This is an optimization exercise on Yosys and OpenROAD, whose aim is small area and a short achievable clock period, not a production implementation.
At most, simulation tests tie the RTL to the original design; equivalence was not proved.

==> inputs of zinc <==
==> flow/design.v (excerpt) <==
module fp16_fma_top (
    input  logic        clk,
    input  logic        rst_n,
    input  logic        in_valid,
    input  logic [15:0] a,
    input  logic [15:0] b,
    input  logic [15:0] c,
    output logic [15:0] result,
    output logic        out_valid
);
Settings: LEC_CHECK=0, CAP_MARGIN=20, CORE_MARGIN=2, CORE_UTILIZATION=40, CTS_CLUSTER_DIAMETER=100, CTS_CLUSTER_SIZE=28, SETUP_SLACK_MARGIN=4.8, SLEW_MARGIN=20; clock period 8.0 ns.
run.sh (not shown) runs the stock make flow with config.mk's settings and CLKGATE_MAP_FILE= SYNTH_SCRIPT=/design/flow/synth_recipe.tcl, a recipe that flattens the netlist after the stock synthesis.
==> inputs of amber, as changes to zinc <==
--- a/flow/design.v
+++ b/flow/design.v
@@ -46,32 +46,30 @@
         special_kind_t kind;
         logic [4:0]    exp;                  
         logic [9:0]    frac;
     } special_payload_t;
 endpackage
 `default_nettype wire
 `default_nettype none
 module fp16_unpack (
-    input  logic [9:0]  f,
+    input  logic [10:0] sig,
     output logic [3:0]  lz,
     output logic [9:0]  frac
 );
-    logic [10:0] sig, s8, s4, s2, s1;
+    logic [10:0] norm;
     always_comb begin
-        sig   = {1'b0, f};
-        lz[3] = ~|sig[10:3];
-        s8    = lz[3] ? {sig[2:0], 8'b0} : sig;
-        lz[2] = ~|s8[10:7];
-        s4    = lz[2] ? {s8[6:0], 4'b0} : s8;
-        lz[1] = ~|s4[10:9];
-        s2    = lz[1] ? {s4[8:0], 2'b0} : s4;
-        lz[0] = ~s2[10];
-        s1    = lz[0] ? {s2[9:0], 1'b0} : s2;
-        frac  = s1[9:0];
+        lz = '0;
+        for (int i = 0; i < 11; i++) begin
+            if (sig[i]) begin
+                lz = 4'(10 - i);
+            end
+        end
+        norm = sig << lz;
+        frac = norm[9:0];
     end
 endmodule
 `default_nettype wire
 module fma_mul_tree (
     input  logic [9:0]  fa,
     input  logic [9:0]  fb,
     output logic [21:0] r0,
     output logic [21:0] r1
@@ -238,40 +236,37 @@
     input  logic [15:0] c,
     output logic [15:0] result,
     output logic        out_valid
 );
     logic        a_sub, b_sub, c_sub;
     logic        a_nan, a_inf, a_zero, b_nan, b_inf, b_zero, c_nan, c_inf, c_zero;
     logic        prod_nan, prod_inf, prod_zero;
     logic [3:0]  lz_a, lz_b, lz_c;
-    logic [9:0]  fa_s, fb_s, fc_s, fa_n, fb_n, fc_n;
+    logic [9:0]  fa_n, fb_n, fc_n;
     logic [5:0]  xa, xb, xc;
-    fp16_unpack u_na (.f(a[9:0]), .lz(lz_a), .frac(fa_s));
-    fp16_unpack u_nb (.f(b[9:0]), .lz(lz_b), .frac(fb_s));
-    fp16_unpack u_nc (.f(c[9:0]), .lz(lz_c), .frac(fc_s));
+    fp16_unpack u_na (.sig({~a_sub, a[9:0]}), .lz(lz_a), .frac(fa_n));
+    fp16_unpack u_nb (.sig({~b_sub, b[9:0]}), .lz(lz_b), .frac(fb_n));
+    fp16_unpack u_nc (.sig({~c_sub, c[9:0]}), .lz(lz_c), .frac(fc_n));
     always_comb begin
         a_sub  = a[14:10] == '0;
         b_sub  = b[14:10] == '0;
         c_sub  = c[14:10] == '0;
         a_nan  = (&a[14:10]) & (|a[9:0]);
         a_inf  = (&a[14:10]) & ~(|a[9:0]);
         a_zero = a_sub & ~(|a[9:0]);
         b_nan  = (&b[14:10]) & (|b[9:0]);
         b_inf  = (&b[14:10]) & ~(|b[9:0]);
         b_zero = b_sub & ~(|b[9:0]);
         c_nan  = (&c[14:10]) & (|c[9:0]);
         c_inf  = (&c[14:10]) & ~(|c[9:0]);
         c_zero = c_sub & ~(|c[9:0]);
         prod_nan  = a_nan | b_nan | (a_inf & b_zero) | (a_zero & b_inf);
         prod_inf  = ~prod_nan & (a_inf | b_inf);
         prod_zero = a_zero | b_zero;
-        fa_n = a_sub ? fa_s : a[9:0];
-        fb_n = b_sub ? fb_s : b[9:0];
-        fc_n = c_sub ? fc_s : c[9:0];
         xa = a_sub ? 6'(6'd1 - 6'(lz_a)) : {1'b0, a[14:10]};
         xb = b_sub ? 6'(6'd1 - 6'(lz_b)) : {1'b0, b[14:10]};
         xc = c_sub ? 6'(6'd1 - 6'(lz_c)) : {1'b0, c[14:10]};
     end
     logic [9:0]  s2_fa, s2_fb, s2_fc;
     logic [5:0]  s2_xa, s2_xb, s2_xc;
     logic        s2_cz, s2_sp, s2_sc, s2_nan, s2_inf, s2_pc;
     always_ff @(posedge clk) begin
@@ -307,108 +302,113 @@
         s3_xc  <= s2_xc;
         s3_cz  <= s2_cz;
         s3_sp  <= s2_sp;
         s3_sc  <= s2_sc;
         s3_nan <= s2_nan;
         s3_inf <= s2_inf;
         s3_pc  <= s2_pc;
     end
-    logic [21:0] prod;
+    logic [21:0]       prod;
+    logic signed [7:0] sd;
+    logic [7:0]        ad;
+    logic [4:0]        shc, sidx;
+    logic [6:0]        ep;
     always_comb begin
         prod = s3_r0 + s3_r1;
+        sd   = signed'(s3_d);
+        ad   = (sd >= 1) ? 8'(sd + 8'sd1) : 8'(8'sd1 - sd);
+        shc  = (ad > 8'd25) ? 5'd25 : ad[4:0];
+        sidx = (ad > 8'd25) ? 5'd22 : 5'(ad[4:0] - 5'd3);
+        ep   = 7'(signed'(s3_xc)) + 7'(s3_d);
     end
     logic [21:0] s4_prod;
     logic [9:0]  s4_fc;
-    logic [7:0]  s4_d;
+    logic [4:0]  s4_shc, s4_sidx;
+    logic [6:0]  s4_ep;
     logic [5:0]  s4_xc;
+    logic        s4_dgt1, s4_deq1, s4_deq0, s4_st_en0, s4_st_en1;
     logic        s4_cz, s4_sp, s4_sc, s4_nan, s4_inf, s4_pc;
     always_ff @(posedge clk) begin
-        s4_prod <= prod;
-        s4_fc   <= s3_fc;
-        s4_d    <= s3_d;
-        s4_xc   <= s3_xc;
-        s4_cz   <= s3_cz;
-        s4_sp   <= s3_sp;
-        s4_sc   <= s3_sc;
-        s4_nan  <= s3_nan;
-        s4_inf  <= s3_inf;
-        s4_pc   <= s3_pc;
+        s4_prod   <= prod;
+        s4_fc     <= s3_fc;
+        s4_shc    <= shc;
+        s4_sidx   <= sidx;
+        s4_ep     <= ep;
+        s4_xc     <= s3_xc;
+        s4_dgt1   <= sd > 8'sd1;
+        s4_deq1   <= sd == 8'sd1;
+        s4_deq0   <= sd == 8'sd0;
+        s4_st_en0 <= ((sd >= 8'sd2) & (sd <= 8'sd47)) | ((sd <= -8'sd2) & (sd >= -8'sd45));
+        s4_st_en1 <= ((sd >= 8'sd2) & (sd <= 8'sd46)) | ((sd <= -8'sd2) & (sd >= -8'sd46));
+        s4_cz     <= s3_cz;
+        s4_sp     <= s3_sp;
+        s4_sc     <= s3_sc;
+        s4_nan    <= s3_nan;
+        s4_inf    <= s3_inf;
+        s4_pc     <= s3_pc;
     end
-    logic signed [7:0] sd;
-    logic [7:0]        ad;
-    logic [4:0]        shc, sidx, shamt;
-    logic [6:0]        lp, lc;
-    logic              p21, mant_ge, pb, st_en;
-    logic [9:0]        pm;
+    logic        p21, mant_ge, pb, st_en;
+    logic [9:0]  pm;
+    logic [21:0] c_frame, big;
+    logic [22:0] sml;
+    logic [4:0]  shamt;
     always_comb begin
-        sd      = signed'(s4_d);
         p21     = s4_prod[21];
         pm      = p21 ? s4_prod[20:11] : s4_prod[19:10];
         mant_ge = pm >= s4_fc;
-        pb      = ~s4_pc & (s4_cz | (sd > 8'sd1) | ((sd == 8'sd1) & (p21 | mant_ge)) |
-                            ((sd == 8'sd0) & p21 & mant_ge));
-        ad      = (sd >= 1) ? 8'(sd + 8'sd1) : 8'(8'sd1 - sd);
-        shc     = (ad > 8'd25) ? 5'd25 : ad[4:0];
-        sidx    = (ad > 8'd25) ? 5'd22 : 5'(ad[4:0] - 5'd3);
-        shamt   = (sd == 8'sd1) ? {2'b0, pb, 1'b0} : shc;
-        st_en   = p21 ? (((sd >= 8'sd2) & (sd <= 8'sd46)) | ((sd <= -8'sd2) & (sd >= -8'sd46)))
-                      : (((sd >= 8'sd2) & (sd <= 8'sd47)) | ((sd <= -8'sd2) & (sd >= -8'sd45)));
-        lc      = 7'd24 - 7'(signed'(s4_xc));
-        lp      = lc - 7'(s4_d);
+        pb      = ~s4_pc & (s4_cz | s4_dgt1 | (s4_deq1 & (p21 | mant_ge)) |
+                            (s4_deq0 & p21 & mant_ge));
+        st_en   = p21 ? s4_st_en1 : s4_st_en0;
+        c_frame = s4_cz ? 22'b0 : {1'b1, s4_fc, 11'b0};
+        big     = pb ? s4_prod : c_frame;
+        if (s4_pc) begin
+            sml = '0;
+        end else if (pb) begin
+            sml = {c_frame, 1'b0};
+        end else begin
+            sml = {s4_prod, 1'b0};
+        end
+        shamt   = s4_deq1 ? {2'b0, pb, 1'b0} : s4_shc;
     end
-    logic [21:0] s5_prod;
-    logic [9:0]  s5_fc;
+    logic [21:0] s5_big;
+    logic [22:0] s5_sml;
     logic [4:0]  s5_shamt, s5_sidx;
-    logic        s5_pb, s5_st_en, s5_cz, s5_pc;
+    logic        s5_st_en;
     logic [6:0]  s5_e;
     logic        s5_sign, s5_sub, s5_nan, s5_inf;
     always_ff @(posedge clk) begin
-        s5_prod  <= s4_prod;
-        s5_fc    <= s4_fc;
+        s5_big   <= big;
+        s5_sml   <= sml;
         s5_shamt <= shamt;
-        s5_sidx  <= sidx;
-        s5_pb    <= pb;
+        s5_sidx  <= s4_sidx;
         s5_st_en <= st_en;
-        s5_cz    <= s4_cz;
-        s5_pc    <= s4_pc;
-        s5_e     <= pb ? lp : lc;
+        s5_e     <= pb ? s4_ep : 7'(signed'(s4_xc));
         s5_sign  <= (s4_inf | pb) ? s4_sp : s4_sc;
         s5_sub   <= ~s4_pc & (s4_sp ^ s4_sc);
         s5_nan   <= s4_nan;
         s5_inf   <= s4_inf;
     end
-    logic [21:0] c_frame, big;
-    logic [22:0] sml;
     logic [22:0] po;
     logic [24:0] s_win;
     logic        sticky;
     always_comb begin
-        c_frame = s5_cz ? 22'b0 : {1'b1, s5_fc, 11'b0};
-        big     = s5_pb ? s5_prod : c_frame;
-        if (s5_pc) begin
-            sml = '0;
-        end else if (s5_pb) begin
-            sml = {c_frame, 1'b0};
-        end else begin
-            sml = {s5_prod, 1'b0};
-        end
-        s_win  = {sml, 2'b0} >> s5_shamt;
-        po[0]  = sml[0];
+        s_win  = {s5_sml, 2'b0} >> s5_shamt;
+        po[0]  = s5_sml[0];
         for (int k = 1; k < 23; k++) begin
-            po[k] = po[k-1] | sml[k];
+            po[k] = po[k-1] | s5_sml[k];
         end
         sticky = s5_st_en & po[s5_sidx];
     end
     logic [21:0] s6_big;
     logic [25:0] s6_small;
     logic [6:0]  s6_e;
     logic        s6_sign, s6_sub, s6_nan, s6_inf;
     always_ff @(posedge clk) begin
-        s6_big   <= big;
+        s6_big   <= s5_big;
         s6_small <= {s_win, sticky} ^ {26{s5_sub}};
         s6_e     <= s5_e;
         s6_sign  <= s5_sign;
         s6_sub   <= s5_sub;
         s6_nan   <= s5_nan;
         s6_inf   <= s5_inf;
     end
     logic [25:0] fsum;
@@ -423,33 +423,34 @@
         s7_e    <= s6_e;
         s7_sign <= s6_sign;
         s7_sub  <= s6_sub;
         s7_nan  <= s6_nan;
         s7_inf  <= s6_inf;
     end
     logic [4:0]        lead;
     logic signed [7:0] en;
-    logic signed [7:0] sube, lim_sub;
+    logic signed [7:0] sube, lim_sub, lim_ovf;
     logic [25:0]       above_sub, from_ovf;
     logic              ovf, subn, fzero;
     logic [5:0]        nsh;
     logic [4:0]        exp_r;
     fma_normalize_pack u_lead (.x(s7_f), .lead(lead));
     always_comb begin
-        lim_sub = signed'(s7_e) + 8'sd0;
+        lim_sub = signed'(8'd24 - 8'(signed'(s7_e)));
+        lim_ovf = signed'(8'd55 - 8'(signed'(s7_e)));
         for (int i = 0; i < 26; i++) begin
             above_sub[i] = signed'(8'(i)) > lim_sub;
-            from_ovf[i]  = signed'(8'(i - 31)) >= lim_sub;
+            from_ovf[i]  = signed'(8'(i)) >= lim_ovf;
         end
         subn  = ~|(s7_f & above_sub);
         ovf   = |(s7_f & from_ovf);
-        en    = signed'(8'(lead) - 8'(signed'(s7_e)));
+        en    = signed'(8'(signed'(s7_e)) + 8'(lead) - 8'd24);
         fzero = s7_f == '0;
-        sube  = lim_sub + 8'sd1;
+        sube  = signed'(8'd25 - 8'(signed'(s7_e)));
         nsh   = subn ? ((sube > 8'sd36) ? 6'd36 : sube[5:0]) : 6'(lead);
         exp_r = (subn | fzero) ? 5'd0 : en[4:0];
     end
     logic [25:0] s8_f;
     logic [5:0]  s8_nsh;
     logic [4:0]  s8_exp;
     logic        s8_sign, s8_ovf, s8_nan;
     always_ff @(posedge clk) begin
==> flow/config.mk (replaced) <==
export PLATFORM = sky130hd
export DESIGN_NAME = fp16_fma_top
export DESIGN_NICKNAME = fp16_fma_top
export VERILOG_FILES = /design/flow/design.v
export SDC_FILE = /design/flow/constraint.sdc
export NUM_CORES = 4
export LEC_CHECK = 0
export CAP_MARGIN = 20
export CORE_MARGIN = 2
export CORE_UTILIZATION = 65
export PLACE_DENSITY = 0.75
export SETUP_SLACK_MARGIN = 5.0
export SLEW_MARGIN = 20
==> out/results.ini <==
[global_routing]
grt_util_all_layers = 0.1944

[finish]
clockBufferCount = 22

[setup_path]
crit_chain = clkinvlp_4 -> nor2_2 -> fa_2 -> inv_2 -> fa_2 -> fa_1 -> inv_1 -> fa_1 -> fa_2

[logic_synthesis]
netlist_top_cells_area = dfxtp_1 37%, fa_1 8.5%, ha_1 6.2%, a21oi_1 3.5%, mux2i_1 3.2%
synth_top_cell_area_share = 0.3659
synth_top_family_by_area = simple AND/OR/NAND/NOR gates

[cts]
cts.sinks = 393

[power_and_ir_drop]
total_power_mw = 8.439

[status]
outcome = no timing/DRC/antenna violations

[end of results for zinc]
==> out/results.ini <==
[finish]
clockBufferCount = 66

[logic_synthesis]
synth_top_family_by_area = adder cells
netlist_top_cells_area = dfxtp_1 37%, fa_1 8.2%, ha_1 6.6%, mux2i_1 3.8%, inv_1 3.4%
synth_top_cell_area_share = 0.3739

[power_and_ir_drop]
total_power_mw = 10.36

[setup_path]
crit_chain = inv_8 -> nor2_4 -> fa_1 -> fa_1 -> inv_2 -> fa_1 -> inv_2 -> fa_1 -> fa_1

[cts]
cts.sinks = 416

[global_routing]
grt_util_all_layers = 0.3046

[status]
outcome = no timing/DRC/antenna violations

[end of results for amber]
The RTL of amber was laid out without a check of its function.

[afterwards: timing with drivers on the ports]
How much do the figures lean on ideal ports? The routed layouts below were timed once more, with nothing changed but the port constraints.
Step 1 (the two cells are an assumption about what drives the block):
set clk [get_ports {clk}]
set_driving_cell -lib_cell sky130_fd_sc_hd__clkbuf_16 $clk
set_driving_cell -lib_cell sky130_fd_sc_hd__buf_2 [delete_from_list [all_inputs] $clk]
Step 2, shift: input delay + t, output delay - t, t = (earliest + latest rising clock arrival at the registers) / 2. This alone moves slack from input paths to output paths.
a / b / c = ideal ports / drivers / drivers and shift; a / b = the first two.
run	t (ns)	setup slack, ns	worst setup path at the end
zinc	0.599	4.709 / 4.709 / 4.258	input to register
amber	0.589	4.815 / 4.815 / 4.444	input to register
After both steps every run listed still meets setup and hold. For zinc, which loses most, drivers alone change the setup slack by 0.000 ns; drivers and shift together by -0.451 ns.
